From an optimization exercise on the open Yosys and OpenROAD flow, aimed at small area; shortcuts taken in it are not production practice.
Function was checked by simulation only, so behaviour that the tests miss may differ from the original.
No activity file was given, so power comes from the tool's default toggle rates.

==> run Z <==
==> flow/design.v <==
`timescale 1ns/1ps
module tcp_stats_monitor (
  input  logic        ap_clk,
  input  logic        ap_rst_n,
  input  logic        ap_start,
  input  logic [63:0] cnt_preset,
  input  logic        rx_tvalid,
  input  logic        rx_tready,
  input  logic [7:0]  rx_tkeep,
  input  logic        rx_tlast,
  input  logic        tx_tvalid,
  input  logic        tx_tready,
  input  logic [7:0]  tx_tkeep,
  input  logic        tx_tlast,
  input  logic        tx_status_tvalid,
  input  logic        tx_status_tready,
  input  logic [63:0] tx_status_tdata,
  input  logic        open_status_tvalid,
  input  logic        open_status_tready,
  input  logic [23:0] open_status_tdata,
  input  logic        close_tvalid,
  input  logic        close_tready,
  output logic        ap_done,
  output logic        ap_idle,
  output logic [41:0] rx_bytes,
  output logic [41:0] tx_bytes,
  output logic [31:0] rx_pkts,
  output logic [31:0] tx_pkts,
  output logic [31:0] sts_total,
  output logic [31:0] sts_good,
  output logic [31:0] open_total,
  output logic [31:0] open_good,
  output logic [63:0] exec_cycles
);
  logic       start_prev;
  logic       rx_fire, tx_fire;
  logic [3:0] rx_cnt, tx_cnt;
  assign rx_fire = rx_tvalid & rx_tready & ap_rst_n;
  assign tx_fire = tx_tvalid & tx_tready & ap_rst_n;
  always_comb begin
    rx_cnt = 4'd0;
    tx_cnt = 4'd0;
    for (int i = 0; i < 8; i++) begin
      rx_cnt = rx_cnt + {3'd0, rx_tkeep[i]};
      tx_cnt = tx_cnt + {3'd0, tx_tkeep[i]};
    end
  end
  logic       s1_start, s1_close, s1_rxp, s1_txp, s1_sts, s1_stsg, s1_open, s1_openg;
  logic [3:0] s1_rxb, s1_txb;
  always_ff @(posedge ap_clk) begin
    start_prev <= ap_start & ap_rst_n;
    s1_start   <= ap_start & ~start_prev & ap_rst_n;
    s1_close   <= close_tvalid & close_tready & ap_rst_n;
    s1_rxb     <= rx_fire ? rx_cnt : 4'd0;
    s1_rxp     <= rx_fire & rx_tlast;
    s1_txb     <= tx_fire ? tx_cnt : 4'd0;
    s1_txp     <= tx_fire & tx_tlast;
    s1_sts     <= tx_status_tvalid & tx_status_tready & ap_rst_n;
    s1_stsg    <= tx_status_tvalid & tx_status_tready & ap_rst_n
                  & ~tx_status_tdata[63] & ~tx_status_tdata[62];
    s1_open    <= open_status_tvalid & open_status_tready & ap_rst_n;
    s1_openg   <= open_status_tvalid & open_status_tready & ap_rst_n & open_status_tdata[16];
  end
  logic       s2_start, s2_close, s2_rxp, s2_txp, s2_sts, s2_stsg, s2_open, s2_openg;
  logic [3:0] s2_rxb, s2_txb;
  logic       rst_q;   
  always_ff @(posedge ap_clk) begin
    rst_q    <= ~ap_rst_n;
    s2_start <= s1_start;
    s2_close <= s1_close;
    s2_rxb   <= s1_rxb;
    s2_rxp   <= s1_rxp;
    s2_txb   <= s1_txb;
    s2_txp   <= s1_txp;
    s2_sts   <= s1_sts;
    s2_stsg  <= s1_stsg;
    s2_open  <= s1_open;
    s2_openg <= s1_openg;
  end
  logic live;    
  logic clear;   
  logic keep;    
  logic [63:0] pre;   
  assign live  = ap_rst_n & ~rst_q;
  assign clear = live & s2_start;
  assign keep  = ap_rst_n & ~clear;
  assign pre   = cnt_preset & {64{clear}};
  logic close_now;
  logic running;
  assign close_now = live & s2_close;
  always_ff @(posedge ap_clk) begin
    ap_done <= close_now;
    running <= ~close_now & (clear | (running & ap_rst_n));
  end
  assign ap_idle = ~running;
  logic [41:0] rx_bytes_d, tx_bytes_d;
  logic [31:0] rx_pkts_d, tx_pkts_d, sts_total_d, sts_good_d, open_total_d, open_good_d;
  logic [63:0] exec_cycles_d;
  stat_add #(.W(42), .IW(4)) u_rxb (.q(rx_bytes),   .pre(pre[41:0]), .keep, .inc(s2_rxb & {4{live}}), .d(rx_bytes_d));
  stat_add #(.W(42), .IW(4)) u_txb (.q(tx_bytes),   .pre(pre[41:0]), .keep, .inc(s2_txb & {4{live}}), .d(tx_bytes_d));
  stat_add #(.W(32), .IW(1)) u_rxp (.q(rx_pkts),    .pre(pre[31:0]), .keep, .inc(s2_rxp & live),   .d(rx_pkts_d));
  stat_add #(.W(32), .IW(1)) u_txp (.q(tx_pkts),    .pre(pre[31:0]), .keep, .inc(s2_txp & live),   .d(tx_pkts_d));
  stat_add #(.W(32), .IW(1)) u_st  (.q(sts_total),  .pre(pre[31:0]), .keep, .inc(s2_sts & live),   .d(sts_total_d));
  stat_add #(.W(32), .IW(1)) u_sg  (.q(sts_good),   .pre(pre[31:0]), .keep, .inc(s2_stsg & live),  .d(sts_good_d));
  stat_add #(.W(32), .IW(1)) u_ot  (.q(open_total), .pre(pre[31:0]), .keep, .inc(s2_open & live),  .d(open_total_d));
  stat_add #(.W(32), .IW(1)) u_og  (.q(open_good),  .pre(pre[31:0]), .keep, .inc(s2_openg & live), .d(open_good_d));
  stat_add #(.W(64), .IW(1)) u_ex  (.q(exec_cycles), .pre(pre),    .keep, .inc(running & keep),  .d(exec_cycles_d));
  always_ff @(posedge ap_clk) begin
    rx_bytes    <= rx_bytes_d;
    tx_bytes    <= tx_bytes_d;
    rx_pkts     <= rx_pkts_d;
    tx_pkts     <= tx_pkts_d;
    sts_total   <= sts_total_d;
    sts_good    <= sts_good_d;
    open_total  <= open_total_d;
    open_good   <= open_good_d;
    exec_cycles <= exec_cycles_d;
  end
endmodule
module stat_add #(
  parameter int W  = 32,
  parameter int IW = 1
) (
  input  logic [W-1:0]  q,
  input  logic [W-1:0]  pre,
  input  logic          keep,
  input  logic [IW-1:0] inc,
  output logic [W-1:0]  d
);
  logic [W-1:0] base;
  logic [W:IW]  c;   
  assign base = (q & {W{keep}}) | pre;
  assign {c[IW], d[IW-1:0]} = {1'b0, base[IW-1:0]} + {1'b0, inc};
  localparam int B = 4;   
  localparam int S = 4;   
  localparam int NB = (W - IW + B - 1) / B;
  localparam int NS = (NB + S - 1) / S;
  logic [NB-1:0] pb;         
  logic [NB:0]   cb;         
  logic [NS-1:0] ps;         
  logic [NS:0]   cs;         
  for (genvar k = 0; k < NB; k++) begin : g_pb
    localparam int LO = IW + k * B;
    localparam int HI = (LO + B - 1 < W - 1) ? LO + B - 1 : W - 1;
    assign pb[k] = &base[HI:LO];
  end
  for (genvar m = 0; m < NS; m++) begin : g_ps
    localparam int LO = m * S;
    localparam int HI = (LO + S - 1 < NB - 1) ? LO + S - 1 : NB - 1;
    assign ps[m] = &pb[HI:LO];
  end
  assign cs[0] = c[IW];
  for (genvar m = 0; m < NS; m++) begin : g_cs
    assign cs[m+1] = cs[m] & ps[m];
  end
  for (genvar k = 0; k < NB; k++) begin : g_cb
    if (k % S == 0) begin : g_first
      assign cb[k] = cs[k / S];
    end else begin : g_next
      assign cb[k] = cb[k-1] & pb[k-1];
    end
  end
  for (genvar i = IW; i < W; i++) begin : g_bit
    if ((i - IW) % B == 0) begin : g_first
      if (i > IW) begin : g_c
        assign c[i] = cb[(i - IW) / B];
      end
    end else begin : g_next
      assign c[i] = c[i-1] & base[i-1];
    end
    assign d[i] = base[i] ^ c[i];
  end
endmodule
==> flow/flow/run.sh <==
#!/bin/bash
# standard layout, with the port buffers made of the smallest buffer cell
cp standard.sh standard_sh_copy.log
export BUFFER_PORTS_ARGS="-buffer_cell sky130_fd_sc_hd__buf_1"
bash standard.sh > standard.log 2>&1
==> flow/standard.sh <==
#!/bin/bash
# synth_recipe.tcl (not shown) runs the flow's synth.tcl, then flattens the netlist and writes it again
# the make line also repeats each setting of config.mk as NAME=value (left out here)
make -C /OpenROAD-flow-scripts/flow DESIGN_CONFIG=/design/flow/config.mk WORK_HOME=/design/flow/orfs CLKGATE_MAP_FILE= SYNTH_SCRIPT=/design/flow/synth_recipe.tcl "${@:-finish}"
==> flow/config.mk <==
export PLATFORM = sky130hd
export DESIGN_NAME = tcp_stats_monitor
export DESIGN_NICKNAME = tcp_stats_monitor
export VERILOG_FILES = /design/flow/design.v
export SDC_FILE = /design/flow/constraint.sdc
export NUM_CORES = 4
export LEC_CHECK = 0
export ABC_AREA = 1
export CAP_MARGIN = 20
export CORE_MARGIN = 2
export CORE_UTILIZATION = 65
export CTS_BUF_LIST = sky130_fd_sc_hd__clkbuf_8
export CTS_CLUSTER_DIAMETER = 50
export CTS_CLUSTER_SIZE = 20
export GPL_TIMING_DRIVEN = 0
export PLACE_DENSITY = 0.75
export SLEW_MARGIN = 20
==> flow/constraint.sdc <==
create_clock -name core_clock -period 4.0 [get_ports {ap_clk}]
set_input_delay 0.8000 -clock core_clock [delete_from_list [all_inputs] [get_ports {ap_clk}]]
set_output_delay 0.8000 -clock core_clock [all_outputs]
set_load 0.01 [all_outputs]
==> inputs of run Y, as changes to run Z <==
--- a/flow/flow/run.sh
+++ b/flow/flow/run.sh
@@ -4,2 +4,2 @@
 export BUFFER_PORTS_ARGS="-buffer_cell sky130_fd_sc_hd__buf_1"
-bash standard.sh > standard.log 2>&1
+bash standard.sh REMOVE_ABC_BUFFERS=1 finish > standard.log 2>&1
CTS_BUF_LIST = sky130_fd_sc_hd__clkbuf_16   (was sky130_fd_sc_hd__clkbuf_8)
CTS_CLUSTER_DIAMETER = 100   (was 50)
CTS_CLUSTER_SIZE = 30   (was 20)
==> comparison <==
Of run Y and run Z, run Z has the higher worst hold slack (gap 0.012 ns).
Of run Y and run Z, run Z has the higher non-clock buffer count (gap 34).
In run Z the clock skew is higher than in run Y, by 0.0053 ns.
In run Y the clock-buffer cell count is lower than in run Z, by 22.
In run Z the global-route usage is higher than in run Y, by 3.5 points.
Register-to-register slack is about the same in run Z and run Y.
In run Y the fmax is larger than in run Z, by about 0.8%.
In synthesized cell count, run Y and run Z do not differ.
==> figures <==
Worst path arrival time: run Z 4.30 ns; run Y 4.25 ns
Sequential group share of total power: run Z 55.4%; run Y 60.5%
Switching Power: run Z 1.925 mW; run Y 1.642 mW
Required time worst endpoint: run Z 4.49 ns; run Y 4.46 ns
Clock share of power: run Z 35.7%; run Y 30.1%
Result of the run: run Z timing/DRC/antenna clean; run Y timing/DRC/antenna clean
Tot GR Track Use: run Z 36.38%; run Y 32.92%
Number of gates given a new drive strength after cts: run Z 17; run Y 16
Max Clock Freq: run Z 0.2621 GHz; run Y 0.2642 GHz
Power, Total: run Z 7.097 mW; run Y 6.501 mW
Worst clock skew: run Z 0.02715 ns; run Y 0.02182 ns
Fraction of cell area in non-clock buffers: run Z 10.19%; run Y 9.805%
Number of clock buffer instances in the layout: run Z 39; run Y 17
Clk Latency, worst-skew pair: run Z 0.57 ns; run Y 0.53 ns
Clock buffers created by TritonCTS: run Z 36; run Y 16
Total number of vias: run Z 14770; run Y 14040
CP Depth: run Z 20; run Y 19
Combinational logic power: run Z 0.627 mW; run Y 0.611 mW

==> separate check: timing with driven ports <==
How much do the figures lean on ideal ports? The routed layouts below were timed once more, with nothing changed but the port constraints.
Step 1 (the two cells are an assumption about what drives the block):
set clk [get_ports {ap_clk}]
set_driving_cell -lib_cell sky130_fd_sc_hd__clkbuf_16 $clk
set_driving_cell -lib_cell sky130_fd_sc_hd__buf_2 [delete_from_list [all_inputs] $clk]
Step 2, shift: input delay + t, output delay - t, t = (earliest + latest rising clock arrival at the registers) / 2. This alone moves slack from input paths to output paths.
a / b / c = ideal / step 1 / step 2; a / b = the first two.
run	shift t [ns]	setup WS [ns]	hold slack, ns	worst setup path after step 2	worst data-port slew with drivers (ns)
run Z	0.601	0.185 / 0.208 / -0.393	0.332 / 0.332 / 0.332	input to register	0.08
run Y	0.571	0.214 / 0.214 / -0.330	0.320 / 0.320 / 0.320	input to register	0.09
Met with ideal ports but missed after step 2: setup timing in run Z and run Y. The setup slack of run Z, which loses most, moves by +0.023 ns with the drivers and by -0.578 ns with both steps.
